Context: an optimization exercise on an open-source flow, tuned for small area, a short achievable clock period and few clock cycles per item. The choices shown serve that exercise and are no tape-out recipe. Power is estimated from default activity; no workload was simulated.

==> trial 29: inputs <==
==> flow/design.v <==
package kst_pkg;
	localparam int ENTRIES  = 16;
	localparam int KEY_BITS = 64;
	localparam int IDX_W    = $clog2(ENTRIES);
	localparam int CNT_W    = $clog2(ENTRIES + 1);
	typedef enum logic {
		FUNC_SET    = 1'b0,
		FUNC_LOOKUP = 1'b1
	} func_t;
	typedef enum logic [1:0] {
		RC_OK        = 2'd0,
		RC_FULL      = 2'd1,
		RC_NOT_FOUND = 2'd2
	} code_t;
	typedef struct packed {
		logic [KEY_BITS-1:0] key;
		logic [31:0]         addr;
		logic [15:0]         port;
		logic                flag;
	} entry_t;
endpackage
module keyed_status_table (
	input  logic           clk,
	input  logic           arst_n,
	input  logic           req_valid,
	output logic           req_ready,
	input  logic           req_func,
	input  logic [63:0]    req_key,
	input  logic           req_online,
	input  logic [31:0]    req_ip_addr,
	input  logic [15:0]    req_port_num,
	output logic           rsp_valid,
	input  logic           rsp_ready,
	output logic [1:0]     rsp_result_code,
	output logic [31:0]    rsp_found_ip,
	output logic [15:0]    rsp_found_port,
	output logic           rsp_found_online
);
	localparam int N  = kst_pkg::ENTRIES;
	localparam int KW = kst_pkg::KEY_BITS;
	localparam int RW = 32 + 16 + 1;           
	localparam int H  = N / 2;                 
	logic              a_vld;
	logic              a_func;
	logic [KW-1:0]     a_key;
	logic [RW-1:0]     a_rec;
	logic              b_vld;
	logic              b_func;
	logic [RW-1:0]     b_rec;
	logic [N-1:0]      b_hv;                    
	logic              b_sp0, b_sph;            
	logic [N-1:0]      v_q;
	logic [KW-1:0]     k_q [N];
	logic [RW-1:0]     d_q [N];                 
	logic [N-1:0]      d_wr;
	logic              o_vld, s_vld;
	logic [1:0]        o_code, s_code;
	logic [RW-1:0]     o_rec, s_rec;
	logic              rdy_q;
	logic [N-1:0]      v_eff;
	logic [N-1:0]      a_hv;                    
	logic              a_set;
	logic              a_wait;
	logic [N-1:0]      a_hv_q;                  
	logic              a_old;                   
	logic              a_known;
	logic              a_go;
	logic              a_load;
	logic              b_load;
	logic              full;
	logic              b_set;
	logic              b_hit;
	logic              b_ins0, b_insh;
	logic              b_move;
	logic              push;
	logic              o_load;
	logic [1:0]        new_code;
	logic [RW-1:0]     new_rec;
	logic              a_vld_n, a_set_n, b_vld_n, s_vld_n, full_n;
	logic [N-1:0]      v_n;
	always_comb begin
		v_eff    = v_q;
		v_eff[0] = v_q[0] || b_ins0;
		v_eff[H] = v_q[H] || b_insh;
		for (int p = 0; p < N; p++)
			a_hv[(p + 1) % N] = v_eff[p] && (k_q[p] == a_key);
	end
	assign full    = &v_q;
	assign a_set   = a_func == kst_pkg::FUNC_SET;
	assign a_known = a_old && (|a_hv_q);
	assign a_wait  = a_set && !full && v_q[N-1] && v_q[H-1] && !a_known;
	assign a_go    = a_vld && !a_wait;
	assign b_load  = !b_vld || b_move;
	assign a_load  = !a_vld || (!a_wait && b_load);
	assign b_hit   = |b_hv;
	assign b_set   = b_vld && (b_func == kst_pkg::FUNC_SET);
	assign b_ins0  = b_vld && b_sp0 && !b_hit;
	assign b_insh  = b_vld && b_sph && !b_hit;
	assign b_move  = !s_vld || rsp_ready;
	assign push    = b_vld && b_move;
	assign o_load  = !o_vld || rsp_ready;
	always_comb begin
		new_rec = '0;
		for (int p = 0; p < N; p++)
			new_rec = new_rec | ((d_q[p] ^ {RW{p % 2 == 1}}) & {RW{b_hv[p]}});
		if (b_func == kst_pkg::FUNC_SET)
			new_rec = '0;
		if (b_func == kst_pkg::FUNC_LOOKUP)
			new_code = b_hit ? kst_pkg::RC_OK : kst_pkg::RC_NOT_FOUND;
		else
			new_code = (!b_hit && !b_sp0 && !b_sph) ? kst_pkg::RC_FULL : kst_pkg::RC_OK;
	end
	always_ff @(posedge clk or negedge arst_n) begin
		if (!arst_n)
			a_vld <= 1'b0;
		else if (a_load)
			a_vld <= req_valid && req_ready;
	end
	always_ff @(posedge clk or negedge arst_n) begin
		if (!arst_n)
			a_old <= 1'b0;
		else
			a_old <= !a_load;
	end
	always_ff @(posedge clk) begin
		a_hv_q <= a_hv;
		if (a_load) begin
			a_func <= req_func;
			a_key  <= req_key;
			a_rec  <= {req_ip_addr, req_port_num, req_online};
		end
	end
	always_ff @(posedge clk or negedge arst_n) begin
		if (!arst_n)
			b_vld <= 1'b0;
		else if (b_load)
			b_vld <= a_go;
	end
	always_ff @(posedge clk) begin
		if (b_load) begin
			b_func <= a_func;
			b_rec  <= a_rec;
			b_hv   <= a_hv;
			b_sp0  <= a_set && !v_q[N-1];
			b_sph  <= a_set && v_q[N-1] && !v_q[H-1];
		end else begin
			b_hv   <= {b_hv[N-2:0], b_hv[N-1]} | (N'(b_ins0) << 1) | (N'(b_insh) << (H + 1));
			b_sp0  <= 1'b0;
			b_sph  <= 1'b0;
		end
	end
	assign v_n = {v_eff[N-2:0], v_eff[N-1]};
	always_ff @(posedge clk or negedge arst_n) begin
		if (!arst_n)
			v_q <= '0;
		else
			v_q <= v_n;
	end
	always_comb begin
		for (int p = 0; p < N; p++)
			d_wr[(p + 1) % N] = b_set && b_hv[p];
		d_wr[1]     = d_wr[1] || (b_vld && b_sp0);
		d_wr[H + 1] = d_wr[H + 1] || (b_vld && b_sph);
	end
	always_ff @(posedge clk) begin
		for (int p = 1; p < N; p++)
			k_q[p] <= k_q[p-1];
		k_q[0] <= v_q[N-1] ? k_q[N-1] : a_key;
		k_q[H] <= v_q[H-1] ? k_q[H-1] : a_key;
		for (int p = 0; p < N; p++)
			d_q[p] <= ~(({RW{d_wr[p]}} & ((p % 2 == 1) ? b_rec : ~b_rec))
			          | ({RW{!d_wr[p]}} & d_q[(p + N - 1) % N]));
	end
	always_ff @(posedge clk or negedge arst_n) begin
		if (!arst_n) begin
			o_vld <= 1'b0;
			s_vld <= 1'b0;
		end else begin
			o_vld <= o_load ? (s_vld || push) : 1'b1;
			s_vld <= s_vld_n;
		end
	end
	always_ff @(posedge clk) begin
		if (o_load) begin
			o_code <= s_vld ? s_code : new_code;
			o_rec  <= s_vld ? s_rec : new_rec;
		end
		if (push && (s_vld || !o_load)) begin
			s_code <= new_code;
			s_rec  <= new_rec;
		end
	end
	assign a_vld_n = a_load ? (req_valid && req_ready) : a_vld;
	assign a_set_n = a_load ? (req_func == kst_pkg::FUNC_SET) : a_set;
	assign b_vld_n = b_load ? a_go : b_vld;
	assign s_vld_n = o_load ? (s_vld && push) : (s_vld || push);
	assign full_n  = &v_n;
	always_ff @(posedge clk or negedge arst_n) begin
		if (!arst_n)
			rdy_q <= 1'b1;
		else
			rdy_q <= !a_vld_n || (!(a_set_n && !full_n && v_n[N-1] && v_n[H-1])
			                      && (!b_vld_n || !s_vld_n));
	end
	assign req_ready        = rdy_q;
	assign rsp_valid        = o_vld;
	assign rsp_result_code  = o_code;
	assign rsp_found_ip     = o_rec[RW-1:17];
	assign rsp_found_port   = o_rec[16:1];
	assign rsp_found_online = o_rec[0];
endmodule
==> flow/run.sh <==
#!/bin/bash
# synth_recipe.tcl (not shown) runs the flow's synth.tcl, then flattens the netlist and writes it again
# the make line also repeats each setting of config.mk as NAME=value (left out here)
make -C /OpenROAD-flow-scripts/flow DESIGN_CONFIG=/design/flow/config.mk WORK_HOME=/design/flow/orfs CLKGATE_MAP_FILE= SYNTH_SCRIPT=/design/flow/synth_recipe.tcl finish
==> flow/config.mk <==
export PLATFORM = sky130hd
export DESIGN_NAME = keyed_status_table
export DESIGN_NICKNAME = keyed_status_table
export VERILOG_FILES = /design/flow/design.v
export SDC_FILE = /design/flow/constraint.sdc
export NUM_CORES = 4
export LEC_CHECK = 0
export CAP_MARGIN = 20
export CORE_MARGIN = 2
export CORE_UTILIZATION = 40
export CTS_CLUSTER_DIAMETER = 80
export CTS_CLUSTER_SIZE = 25
export SETUP_SLACK_MARGIN = 2.0
export SLEW_MARGIN = 20
==> flow/constraint.sdc <==
create_clock -name core_clock -period 4.0 [get_ports {clk}]
set_input_delay 0.8000 -clock core_clock [delete_from_list [all_inputs] [get_ports {clk}]]
set_output_delay 0.8000 -clock core_clock [all_outputs]
set_load 0.01 [all_outputs]
==> build 46: changes against trial 29 <==
==> flow/design.v (replaced) <==
package kst_pkg;
	localparam int ENTRIES  = 16;
	localparam int KEY_BITS = 64;
	localparam int IDX_W    = $clog2(ENTRIES);
	localparam int CNT_W    = $clog2(ENTRIES + 1);
	typedef enum logic {
		FUNC_SET    = 1'b0,
		FUNC_LOOKUP = 1'b1
	} func_t;
	typedef enum logic [1:0] {
		RC_OK        = 2'd0,
		RC_FULL      = 2'd1,
		RC_NOT_FOUND = 2'd2
	} code_t;
	typedef struct packed {
		logic [KEY_BITS-1:0] key;
		logic [31:0]         addr;
		logic [15:0]         port;
		logic                flag;
	} entry_t;
endpackage
module keyed_status_table (
	input  logic           clk,
	input  logic           arst_n,
	input  logic           req_valid,
	output logic           req_ready,
	input  logic           req_func,
	input  logic [63:0]    req_key,
	input  logic           req_online,
	input  logic [31:0]    req_ip_addr,
	input  logic [15:0]    req_port_num,
	output logic           rsp_valid,
	input  logic           rsp_ready,
	output logic [1:0]     rsp_result_code,
	output logic [31:0]    rsp_found_ip,
	output logic [15:0]    rsp_found_port,
	output logic           rsp_found_online
);
	localparam int N  = kst_pkg::ENTRIES;
	localparam int KW = kst_pkg::KEY_BITS;
	localparam int RW = 32 + 16 + 1;           
	localparam int H  = N / 2;                 
	logic              a_vld;
	logic              a_func;
	logic [KW-1:0]     a_key;
	logic [RW-1:0]     a_rec;
	logic [N-1:0]      a_hv;                    
	logic [N-1:0]      v_q;
	logic [KW-1:0]     k_q [N];
	logic [RW-1:0]     d_q [N];                 
	logic [N-1:0]      wr_q, keep_q;            
	logic [N-1:0]      wr_n;
	logic              o_vld, s_vld;
	logic [1:0]        o_code, s_code;
	logic [RW-1:0]     o_rec;
	logic [N-1:0]      s_hv;
	logic [N-1:0]      a_rd;                    
	logic [N-1:0]      rd_q;                    
	logic [N-1:0]      rd_n;
	logic              s_push;
	logic              rdy_q;
	logic [N-1:0]      i_hv;
	logic              i_fwd;
	logic              full;
	logic              a_set;
	logic              a_hit;
	logic              a_ins0, a_insh;
	logic              a_wait;
	logic              a_move;
	logic              a_load;
	logic              o_load;
	logic [1:0]        new_code;
	logic [RW-1:0]     new_rec;
	logic [N-1:0]      v_n;
	logic              full_n, a_vld_n, a_wait_n, s_vld_n;
	always_comb begin
		for (int p = 0; p < N; p++)
			i_hv[(p + 1) % N] = v_q[p] && (k_q[p] == req_key);
		i_fwd   = a_key == req_key;
		i_hv[0] = i_hv[0] || (a_ins0 && i_fwd);
		i_hv[H] = i_hv[H] || (a_insh && i_fwd);
	end
	assign full    = &v_q;
	assign a_set   = a_vld && (a_func == kst_pkg::FUNC_SET);
	assign a_hit   = |a_hv;
	assign a_ins0  = a_set && !a_hit && !v_q[N-1];
	assign a_insh  = a_set && !a_hit && v_q[N-1] && !v_q[H-1];
	assign a_wait  = a_set && !a_hit && !full && v_q[N-1] && v_q[H-1];
	assign a_move  = a_vld && !a_wait && !s_vld;
	assign a_load  = !a_vld || a_move;
	assign o_load  = !o_vld || rsp_ready;
	assign a_rd  = a_hv & {N{a_func == kst_pkg::FUNC_LOOKUP}};
	always_comb begin
		new_rec = '0;
		for (int p = 0; p < N; p++)
			new_rec = new_rec | ((d_q[p] ^ {RW{p % 2 == 1}}) & {RW{rd_q[p]}});
		if (a_func == kst_pkg::FUNC_LOOKUP)
			new_code = a_hit ? kst_pkg::RC_OK : kst_pkg::RC_NOT_FOUND;
		else
			new_code = (!a_hit && full) ? kst_pkg::RC_FULL : kst_pkg::RC_OK;
	end
	always_ff @(posedge clk or negedge arst_n) begin
		if (!arst_n)
			a_vld <= 1'b0;
		else if (a_load)
			a_vld <= req_valid && req_ready;
	end
	always_ff @(posedge clk) begin
		if (a_load) begin
			a_func <= req_func;
			a_key  <= req_key;
			a_rec  <= {req_ip_addr, req_port_num, req_online};
			a_hv   <= i_hv;
		end else begin
			a_hv   <= {a_hv[N-2:0], a_hv[N-1]} | N'(a_ins0) | (N'(a_insh) << H);
		end
	end
	assign v_n = {v_q[N-2:H], v_q[H-1] || a_insh, v_q[H-2:0], v_q[N-1] || a_ins0};
	always_ff @(posedge clk or negedge arst_n) begin
		if (!arst_n)
			v_q <= '0;
		else
			v_q <= v_n;
	end
	always_ff @(posedge clk) begin
		for (int p = 1; p < N; p++)
			k_q[p] <= k_q[p-1];
		k_q[0] <= v_q[N-1] ? k_q[N-1] : a_key;
		k_q[H] <= v_q[H-1] ? k_q[H-1] : a_key;
		for (int p = 0; p < N; p++)
			d_q[p] <= ~(({RW{wr_q[p]}} & ((p % 2 == 1) ? a_rec : ~a_rec))
			          | ({RW{keep_q[p]}} & d_q[(p + N - 1) % N]));
	end
	always_ff @(posedge clk or negedge arst_n) begin
		if (!arst_n) begin
			o_vld <= 1'b0;
			s_vld <= 1'b0;
		end else begin
			o_vld <= o_load ? (s_vld || a_move) : 1'b1;
			s_vld <= s_vld_n;
		end
	end
	always_ff @(posedge clk) begin
		if (o_load) begin
			o_code <= s_vld ? s_code : new_code;
			o_rec  <= new_rec;
		end
		if (s_push) begin
			s_code <= new_code;
			s_hv   <= {a_rd[N-2:0], a_rd[N-1]};
		end else begin
			s_hv   <= {s_hv[N-2:0], s_hv[N-1]};
		end
	end
	assign full_n   = &v_n;
	assign a_vld_n  = a_load ? (req_valid && req_ready) : a_vld;
	assign a_wait_n = (a_load ? (req_func == kst_pkg::FUNC_SET)
	                          : (a_set && !a_hit && !a_ins0 && !a_insh))
	                  && !full_n && v_n[N-1] && v_n[H-1];
	assign s_vld_n  = o_load ? (s_vld && a_move) : (s_vld || a_move);
	assign s_push   = a_move && (s_vld || !o_load);
	always_comb begin
		if (a_load || s_vld_n || !a_set)
			wr_n = '0;
		else
			wr_n = {a_hv[N-3:0], a_hv[N-1:N-2]};
		wr_n = wr_n | ({i_hv[N-2:0], i_hv[N-1]}
		               & {N{a_load && !s_vld_n && req_valid && req_ready
		                    && (req_func == kst_pkg::FUNC_SET)}});
		wr_n[0] = wr_n[0] || !v_n[N-1];
		wr_n[H] = wr_n[H] || !v_n[H-1];
	end
	always_ff @(posedge clk) begin
		wr_q   <= wr_n;
		keep_q <= ~wr_n;
	end
	always_comb begin
		if (s_vld_n)
			rd_n = s_push ? {a_rd[N-2:0], a_rd[N-1]} : {s_hv[N-2:0], s_hv[N-1]};
		else if (a_load)
			rd_n = '0;
		else
			rd_n = {a_rd[N-2:0], a_rd[N-1]};
		rd_n = rd_n | (i_hv & {N{!s_vld_n && a_load && (req_func == kst_pkg::FUNC_LOOKUP)}});
	end
	always_ff @(posedge clk)
		rd_q <= rd_n;
	always_ff @(posedge clk or negedge arst_n) begin
		if (!arst_n)
			rdy_q <= 1'b1;
		else
			rdy_q <= !a_vld_n || (!a_wait_n && !s_vld_n);
	end
	assign req_ready        = rdy_q;
	assign rsp_valid        = o_vld;
	assign rsp_result_code  = o_code;
	assign rsp_found_ip     = o_rec[RW-1:17];
	assign rsp_found_port   = o_rec[16:1];
	assign rsp_found_online = o_rec[0];
endmodule
- CORE_UTILIZATION: 40 -> 48
- SETUP_SLACK_MARGIN: 2.0 -> 1.8
==> trial 13: changes against trial 29 <==
- CORE_UTILIZATION: 40 -> 55
- SETUP_SLACK_MARGIN: 2.0 -> 1.8
==> run summary <==
Against build 46, the sequential power of trial 29 is smaller by about 2%. Against build 46, the synthesized cell count of trial 13 is larger by about 6%. Against trial 29, the clock skew of build 46 is lower by 0.023 ns. Between trial 29 and trial 13, the lower via count is in trial 13 (gap 1.8%, measured against trial 13). Trial 13 produced a clean layout. Trial 29 completed with no timing, DRC or antenna violations. Build 46 finished clean. Between trial 13 and build 46, the lower design area is in trial 13 (gap about 0.9%, measured against build 46).
No run of this note included a check of the RTL's function; only the layout flow was run.

[what the ideal ports hide]
How much do the figures lean on ideal ports? The routed layouts below were timed once more, with nothing changed but the port constraints.
Step 1 (the two cells are an assumption about what drives the block):
set clk [get_ports {clk}]
set_driving_cell -lib_cell sky130_fd_sc_hd__clkbuf_16 $clk
set_driving_cell -lib_cell sky130_fd_sc_hd__buf_2 [delete_from_list [all_inputs] $clk]
Step 2, shift: input delay + t, output delay - t, t = (earliest + latest rising clock arrival at the registers) / 2. This alone moves slack from input paths to output paths.
Slacks: ideal / step 1 / step 2; pairs: ideal / step 1.
| run | shift t [ns] | setup WS [ns] | worst setup path at the end | slew at the worst register clock pin (ns) | pins driven straight from the clock port |
|---|---|---|---|---|---|
| trial 29 | 0.879 | 1.394 / 1.394 / 1.140 | input to register | 0.10 / 0.10 | 1 |
| build 46 | 0.862 | 1.495 / 1.502 / 0.710 | input to register | 0.11 / 0.11 | 1 |
| trial 13 | 0.893 | 0.955 / 0.955 / 0.954 | input to register | 0.11 / 0.11 | 1 |
After both steps setup and hold are still met in every run listed. The setup slack of build 46, which loses most, moves by +0.007 ns with the drivers and by -0.785 ns with both steps.
